Source: an optimization exercise on an open RTL-to-GDS flow (aim: small area, a short achievable clock period and few clock cycles per item). Production flows keep margins and buffers that such runs may drop.
RTL that was checked went through simulation tests only; none was proved equivalent to the original.
Power and IR drop assume default switching activity.

## oak
==> flow/design.v <==
`default_nettype none
package pgtp_pkg;
  localparam int unsigned PIX_W  = 4;
  localparam int unsigned ROW_W  = 32;
  localparam int unsigned COLS   = 8;
  localparam int unsigned SLOT_OUT_W = 5;
  localparam logic CMD_GLYPH = 1'b0;
  localparam logic CMD_PAD   = 1'b1;
  localparam logic [2:0] LAST_ROW = 3'd7;
  typedef struct packed {
    logic        command;
    logic [3:0]  glyph_width;
    logic [2:0]  row_number;
    logic [31:0] upper_glyph_row;
    logic [31:0] lower_glyph_row;
  } glyph_item_t;
  typedef struct packed {
    logic       wr_en;
    logic       fill_en;
    logic [2:0] fill_next;
    logic       slot_inc;
    logic       slot_clr;
    logic       emit;
    logic       done;
  } store_ctl_t;
endpackage
`default_nettype wire
`default_nettype none
import pgtp_pkg::*;
module pgtp_merge_ctl (
  input  logic       pad,
  input  logic [3:0] width,
  input  logic [2:0] fill,
  output logic [7:0] take_out,    
  output logic [7:0] take_wb,     
  output logic       keep_out,    
  output logic       keep_wb,     
  output logic       emit,        
  output logic       wr,          
  output logic [2:0] fill_next    
);
  logic [3:0] w_eff;
  logic [4:0] total;
  logic       over;
  assign w_eff = (width > 4'd8) ? 4'd8 : width;
  assign total = {2'b00, fill} + {1'b0, w_eff};
  assign over  = total[3];
  always_comb begin
    for (int c = 0; c < COLS; c++) begin
      take_out[c] = (5'(c) >= {2'b00, fill}) && (pad || 5'(c) < total);
      take_wb[c]  = pad ? (5'(c) >= {2'b00, fill})
                  : over ? (5'(c + 8) < total)
                  : ((5'(c) >= {2'b00, fill}) && (5'(c) < total));
    end
  end
  assign keep_out  = (fill != 3'd0);
  assign keep_wb   = pad ? 1'b1 : (!over && keep_out);
  assign emit      = pad ? keep_out : over;
  assign wr        = pad ? keep_out : 1'b1;
  assign fill_next = pad ? 3'd0 : total[2:0];
endmodule
module pgtp_merge (
  input  logic        commit,      
  input  logic [2:0]  fill,
  input  logic [7:0]  take_out,
  input  logic [7:0]  take_wb,
  input  logic        keep_out,
  input  logic        keep_wb,
  input  logic [31:0] row_upper,
  input  logic [31:0] row_lower,
  input  logic [31:0] buf_upper,
  input  logic [31:0] buf_lower,
  output logic [31:0] wb_upper,
  output logic [31:0] wb_lower,
  output logic [31:0] res_upper,
  output logic [31:0] res_lower
);
  logic [31:0] rot_u, rot_l;
  logic [7:0]  tw;
  logic        kw;
  assign rot_u = ({row_upper, row_upper} << {fill, 2'b00}) >> 32;
  assign rot_l = ({row_lower, row_lower} << {fill, 2'b00}) >> 32;
  assign kw = keep_wb || !commit;
  assign tw = take_wb & {COLS{commit}};
  always_comb begin
    for (int c = 0; c < COLS; c++) begin
      wb_upper [PIX_W*c +: PIX_W] = (buf_upper[PIX_W*c +: PIX_W] & {PIX_W{kw}})
                                  | (rot_u[PIX_W*c +: PIX_W]     & {PIX_W{tw[c]}});
      wb_lower [PIX_W*c +: PIX_W] = (buf_lower[PIX_W*c +: PIX_W] & {PIX_W{kw}})
                                  | (rot_l[PIX_W*c +: PIX_W]     & {PIX_W{tw[c]}});
      res_upper[PIX_W*c +: PIX_W] = (buf_upper[PIX_W*c +: PIX_W] & {PIX_W{keep_out}})
                                  | (rot_u[PIX_W*c +: PIX_W]     & {PIX_W{take_out[c]}});
      res_lower[PIX_W*c +: PIX_W] = (buf_lower[PIX_W*c +: PIX_W] & {PIX_W{keep_out}})
                                  | (rot_l[PIX_W*c +: PIX_W]     & {PIX_W{take_out[c]}});
    end
  end
endmodule
`default_nettype wire
`default_nettype none
import pgtp_pkg::*;
module pgtp_row_store (
  input  logic        clk,
  input  logic [31:0] wb_upper,
  input  logic [31:0] wb_lower,
  output logic [31:0] head_upper,
  output logic [31:0] head_lower
);
  logic [31:0] ring_u [COLS];
  logic [31:0] ring_l [COLS];
  always_ff @(posedge clk) begin
    for (int k = 0; k < COLS - 1; k++) begin
      ring_u[k] <= ring_u[k+1];
      ring_l[k] <= ring_l[k+1];
    end
    ring_u[COLS-1] <= wb_upper;
    ring_l[COLS-1] <= wb_lower;
  end
  assign head_upper = ring_u[0];
  assign head_lower = ring_l[0];
endmodule
`default_nettype wire
`default_nettype none
import pgtp_pkg::*;
module proportional_glyph_tile_packer_core #(
  parameter int unsigned MAX_TILES = 32
) (
  input  logic        clk,
  input  logic        rst,
  input  logic        glyph_valid,
  output logic        glyph_ready,
  input  logic        glyph_command,
  input  logic [3:0]  glyph_glyph_width,
  input  logic [2:0]  glyph_row_number,
  input  logic [31:0] glyph_upper_glyph_row,
  input  logic [31:0] glyph_lower_glyph_row,
  output logic        tile_valid,
  input  logic        tile_ready,
  output logic [4:0]  tile_tile_slot,
  output logic [2:0]  tile_out_row_number,
  output logic [31:0] tile_upper_tile_row,
  output logic [31:0] tile_lower_tile_row,
  output logic        tile_string_done
);
  localparam int unsigned SLOT_W = (MAX_TILES > 1) ? $clog2(MAX_TILES) : 1;
  localparam logic [SLOT_W-1:0] SLOT_LAST = SLOT_W'(MAX_TILES - 1);
  logic        in_valid;
  logic        in_cmd;
  logic [2:0]  in_row;
  logic [31:0] in_u, in_l;
  logic [7:0]  in_take_out, in_take_wb;
  logic        in_keep_out, in_keep_wb, in_emit, in_wr;
  logic [2:0]  in_fill_next;
  logic [2:0]        phase;      
  logic [2:0]        fill;
  logic [SLOT_W-1:0] slot;
  logic        out_valid;
  logic [4:0]  out_slot;
  logic [2:0]  out_row;
  logic [31:0] out_upper, out_lower;
  logic        out_done;
  logic [31:0] head_u, head_l, wb_u, wb_l, res_u, res_l;
  logic        emit, step, commit, last, pad;
  assign last = (in_row == LAST_ROW);
  assign pad  = (in_cmd == CMD_PAD);
  logic at_head;     
  logic rdy_free;    
  assign step        = at_head && (!out_valid || tile_ready);
  assign commit      = step && in_wr;
  assign emit        = in_emit;
  assign glyph_ready = rdy_free || (at_head && tile_ready);
  logic       nx_in_valid, nx_out_valid, nx_head;
  logic [2:0] nx_row;
  always_comb begin
    nx_in_valid  = glyph_ready ? glyph_valid : in_valid;
    nx_row       = (glyph_ready && glyph_valid) ? glyph_row_number : in_row;
    nx_out_valid = (step && emit) || (out_valid && !tile_ready);
    nx_head      = nx_in_valid && (nx_row == phase + 3'd1);
  end
  always_ff @(posedge clk) begin
    if (rst) begin
      rdy_free <= 1'b1;
      at_head  <= 1'b0;
    end else begin
      rdy_free <= !nx_in_valid || (nx_head && !nx_out_valid);
      at_head  <= nx_head;
    end
  end
  pgtp_merge u_merge (
    .commit    (commit),
    .fill      (fill),
    .take_out  (in_take_out),
    .take_wb   (in_take_wb),
    .keep_out  (in_keep_out),
    .keep_wb   (in_keep_wb),
    .row_upper (in_u),
    .row_lower (in_l),
    .buf_upper (head_u),
    .buf_lower (head_l),
    .wb_upper  (wb_u),
    .wb_lower  (wb_l),
    .res_upper (res_u),
    .res_lower (res_l)
  );
  pgtp_row_store u_store (
    .clk        (clk),
    .wb_upper   (wb_u),
    .wb_lower   (wb_l),
    .head_upper (head_u),
    .head_lower (head_l)
  );
  logic [7:0] ld_take_out, ld_take_wb, c0_take_out, c0_take_wb, c1_take_out, c1_take_wb;
  logic       ld_keep_out, ld_keep_wb, ld_emit, ld_wr;
  logic       c0_keep_out, c0_keep_wb, c0_emit, c0_wr;
  logic       c1_keep_out, c1_keep_wb, c1_emit, c1_wr;
  logic [2:0] ld_fill_next, c0_fill_next, c1_fill_next;
  logic       new_fill;
  pgtp_merge_ctl u_ctl0 (
    .pad       (glyph_command == CMD_PAD),
    .width     (glyph_glyph_width),
    .fill      (fill),
    .take_out  (c0_take_out),
    .take_wb   (c0_take_wb),
    .keep_out  (c0_keep_out),
    .keep_wb   (c0_keep_wb),
    .emit      (c0_emit),
    .wr        (c0_wr),
    .fill_next (c0_fill_next)
  );
  pgtp_merge_ctl u_ctl1 (
    .pad       (glyph_command == CMD_PAD),
    .width     (glyph_glyph_width),
    .fill      (in_fill_next),
    .take_out  (c1_take_out),
    .take_wb   (c1_take_wb),
    .keep_out  (c1_keep_out),
    .keep_wb   (c1_keep_wb),
    .emit      (c1_emit),
    .wr        (c1_wr),
    .fill_next (c1_fill_next)
  );
  assign new_fill = step && last;
  assign {ld_take_out, ld_take_wb, ld_keep_out, ld_keep_wb, ld_emit, ld_wr, ld_fill_next} = new_fill
       ? {c1_take_out, c1_take_wb, c1_keep_out, c1_keep_wb, c1_emit, c1_wr, c1_fill_next}
       : {c0_take_out, c0_take_wb, c0_keep_out, c0_keep_wb, c0_emit, c0_wr, c0_fill_next};
  always_ff @(posedge clk) begin
    if (rst) begin
      in_valid <= 1'b0;
    end else if (glyph_ready) begin
      in_valid <= glyph_valid;
    end
  end
  always_ff @(posedge clk) begin
    if (glyph_ready && glyph_valid) begin
      in_cmd       <= glyph_command;
      in_row       <= glyph_row_number;
      in_u         <= glyph_upper_glyph_row;
      in_l         <= glyph_lower_glyph_row;
      in_take_out  <= ld_take_out;
      in_take_wb   <= ld_take_wb;
      in_keep_out  <= ld_keep_out;
      in_keep_wb   <= ld_keep_wb;
      in_emit      <= ld_emit;
      in_wr        <= ld_wr;
      in_fill_next <= ld_fill_next;
    end
  end
  always_ff @(posedge clk) begin
    if (rst) begin
      phase   <= 3'd0;
      fill    <= 3'd0;
      slot    <= '0;
    end else begin
      phase <= phase + 3'd1;
      if (step && last) begin
        fill <= in_fill_next;
        if (pad) begin
          slot <= '0;
        end else if (emit) begin
          slot <= (slot == SLOT_LAST) ? '0 : slot + 1'b1;
        end
      end
    end
  end
  always_ff @(posedge clk) begin
    if (rst) begin
      out_valid <= 1'b0;
    end else if (step && emit) begin
      out_valid <= 1'b1;
    end else if (tile_ready) begin
      out_valid <= 1'b0;
    end
  end
  always_ff @(posedge clk) begin
    if (step && emit) begin
      out_slot  <= 5'(slot);
      out_row   <= in_row;
      out_upper <= res_u;
      out_lower <= res_l;
      out_done  <= pad && last;
    end
  end
  assign tile_valid          = out_valid;
  assign tile_tile_slot      = out_slot;
  assign tile_out_row_number = out_row;
  assign tile_upper_tile_row = out_upper;
  assign tile_lower_tile_row = out_lower;
  assign tile_string_done    = out_done;
endmodule
`default_nettype wire
==> flow/config.mk <==
export PLATFORM = sky130hd
export DESIGN_NAME = proportional_glyph_tile_packer_core
export DESIGN_NICKNAME = proportional_glyph_tile_packer_core
export VERILOG_FILES = /design/flow/design.v
export SDC_FILE = /design/flow/constraint.sdc
export NUM_CORES = 4
export LEC_CHECK = 0
export ABC_CLOCK_PERIOD_IN_PS = 2400
export CAP_MARGIN = 20
export CORE_MARGIN = 2
export CORE_UTILIZATION = 65
export CTS_BUF_LIST = sky130_fd_sc_hd__clkbuf_16
export CTS_CLUSTER_DIAMETER = 100
export CTS_CLUSTER_SIZE = 25
export SETUP_SLACK_MARGIN = 2.6
export SLEW_MARGIN = 20
==> flow/constraint.sdc <==
create_clock -name core_clock -period 5.0 [get_ports {clk}]
set_input_delay 1.0000 -clock core_clock [delete_from_list [all_inputs] [get_ports {clk}]]
set_output_delay 1.0000 -clock core_clock [all_outputs]
set_load 0.01 [all_outputs]
standard.sh (not shown) runs the stock make flow with config.mk's settings and CLKGATE_MAP_FILE= SYNTH_SCRIPT=/design/flow/synth_recipe.tcl, a recipe that flattens the netlist after the stock synthesis.
==> flow/flow/run.sh <==
#!/bin/bash
cp standard.sh standard_sh.log
export BUFFER_PORTS_ARGS="-buffer_cell sky130_fd_sc_hd__buf_1"
bash standard.sh > standard.log 2>&1
Per the final summary, oak finished and its layout is clean on timing, DRC and antenna.
Testbench counts of oak, summed over its fixed seeds: cycles 13,096, rows 13,032.
What pine does differently from oak at the input level:
--- a/flow/design.v
+++ b/flow/design.v
@@ -39,25 +39,23 @@
   output logic       wr,          
   output logic [2:0] fill_next    
 );
-  logic [3:0] w_eff;
-  logic [4:0] total;
-  logic       over;
-  assign w_eff = (width > 4'd8) ? 4'd8 : width;
-  assign total = {2'b00, fill} + {1'b0, w_eff};
-  assign over  = total[3];
+  logic [7:0] fill_ge;    
+  logic [7:0] rmask;      
+  logic       over;       
   always_comb begin
     for (int c = 0; c < COLS; c++) begin
-      take_out[c] = (5'(c) >= {2'b00, fill}) && (pad || 5'(c) < total);
-      take_wb[c]  = pad ? (5'(c) >= {2'b00, fill})
-                  : over ? (5'(c + 8) < total)
-                  : ((5'(c) >= {2'b00, fill}) && (5'(c) < total));
+      fill_ge[c] = (3'(c) >= fill);
+      rmask[c]   = width[3] || (width[2:0] > 3'(3'(c) - fill));
     end
   end
+  assign over = rmask[7];
+  assign take_out  = pad ? fill_ge : (rmask & fill_ge);
+  assign take_wb   = pad ? fill_ge : (rmask & (~fill_ge | {COLS{!over}}));
   assign keep_out  = (fill != 3'd0);
-  assign keep_wb   = pad ? 1'b1 : (!over && keep_out);
+  assign keep_wb   = pad || (!over && keep_out);
   assign emit      = pad ? keep_out : over;
   assign wr        = pad ? keep_out : 1'b1;
-  assign fill_next = pad ? 3'd0 : total[2:0];
+  assign fill_next = pad ? 3'd0 : width[3] ? fill : (fill + width[2:0]);
 endmodule
 module pgtp_merge (
   input  logic        commit,      
Results
- Each of the runs, namely oak and pine, reached the end of the flow and came out clean.
- pine ended up with a lower non-clock buffer count than oak did.
- Comparing oak and pine, the lower via count of the first global-routing pass is on oak.
- pine ends up with a number of unique standard cell types used by synthesis that is 11% higher than in oak.
- oak leaves less setup margin than pine.
- Going from oak to pine, power consumption grew slightly.
- pine ends up with higher non-filler instance count after layout than oak does.
- Looking at oak and pine, the overall routing resource usage is a wash.
- pine: power consumed by combinational cells higher than oak
- pine: post-detailed-routing wire length is 2.3% higher than what oak reported.
The RTL of pine was laid out without a check of its function.

==> re-timing with driven ports <==
How much do the figures lean on ideal ports? The routed layouts below were timed once more, with nothing changed but the port constraints. Step 1 assumes that a clkbuf_16 drives the clock port and a buf_2 every other input. Step 2 times the ports against the registers' clock, not the clock port: input delays grow and output delays shrink by t, the midpoint of the rising clock arrivals with the driver on. Three values: ideal, step 1, step 2; two values: the first two.
| run | shift t [ns] | slack for setup (ns) | hold slack, ns | worst setup path after step 2 | pins driven straight from the clock port |
|---|---|---|---|---|---|
| oak | 0.641 | 2.568 / 2.539 / 1.898 | 0.319 / 0.319 / 0.319 | input to register | 1 |
| pine | 0.651 | 2.587 / 2.534 / 2.012 | 0.322 / 0.322 / 0.322 | input to register | 1 |
After both steps every run listed still meets setup and hold. For oak, which loses most, drivers alone change the setup slack by -0.029 ns; drivers and shift together by -0.670 ns.
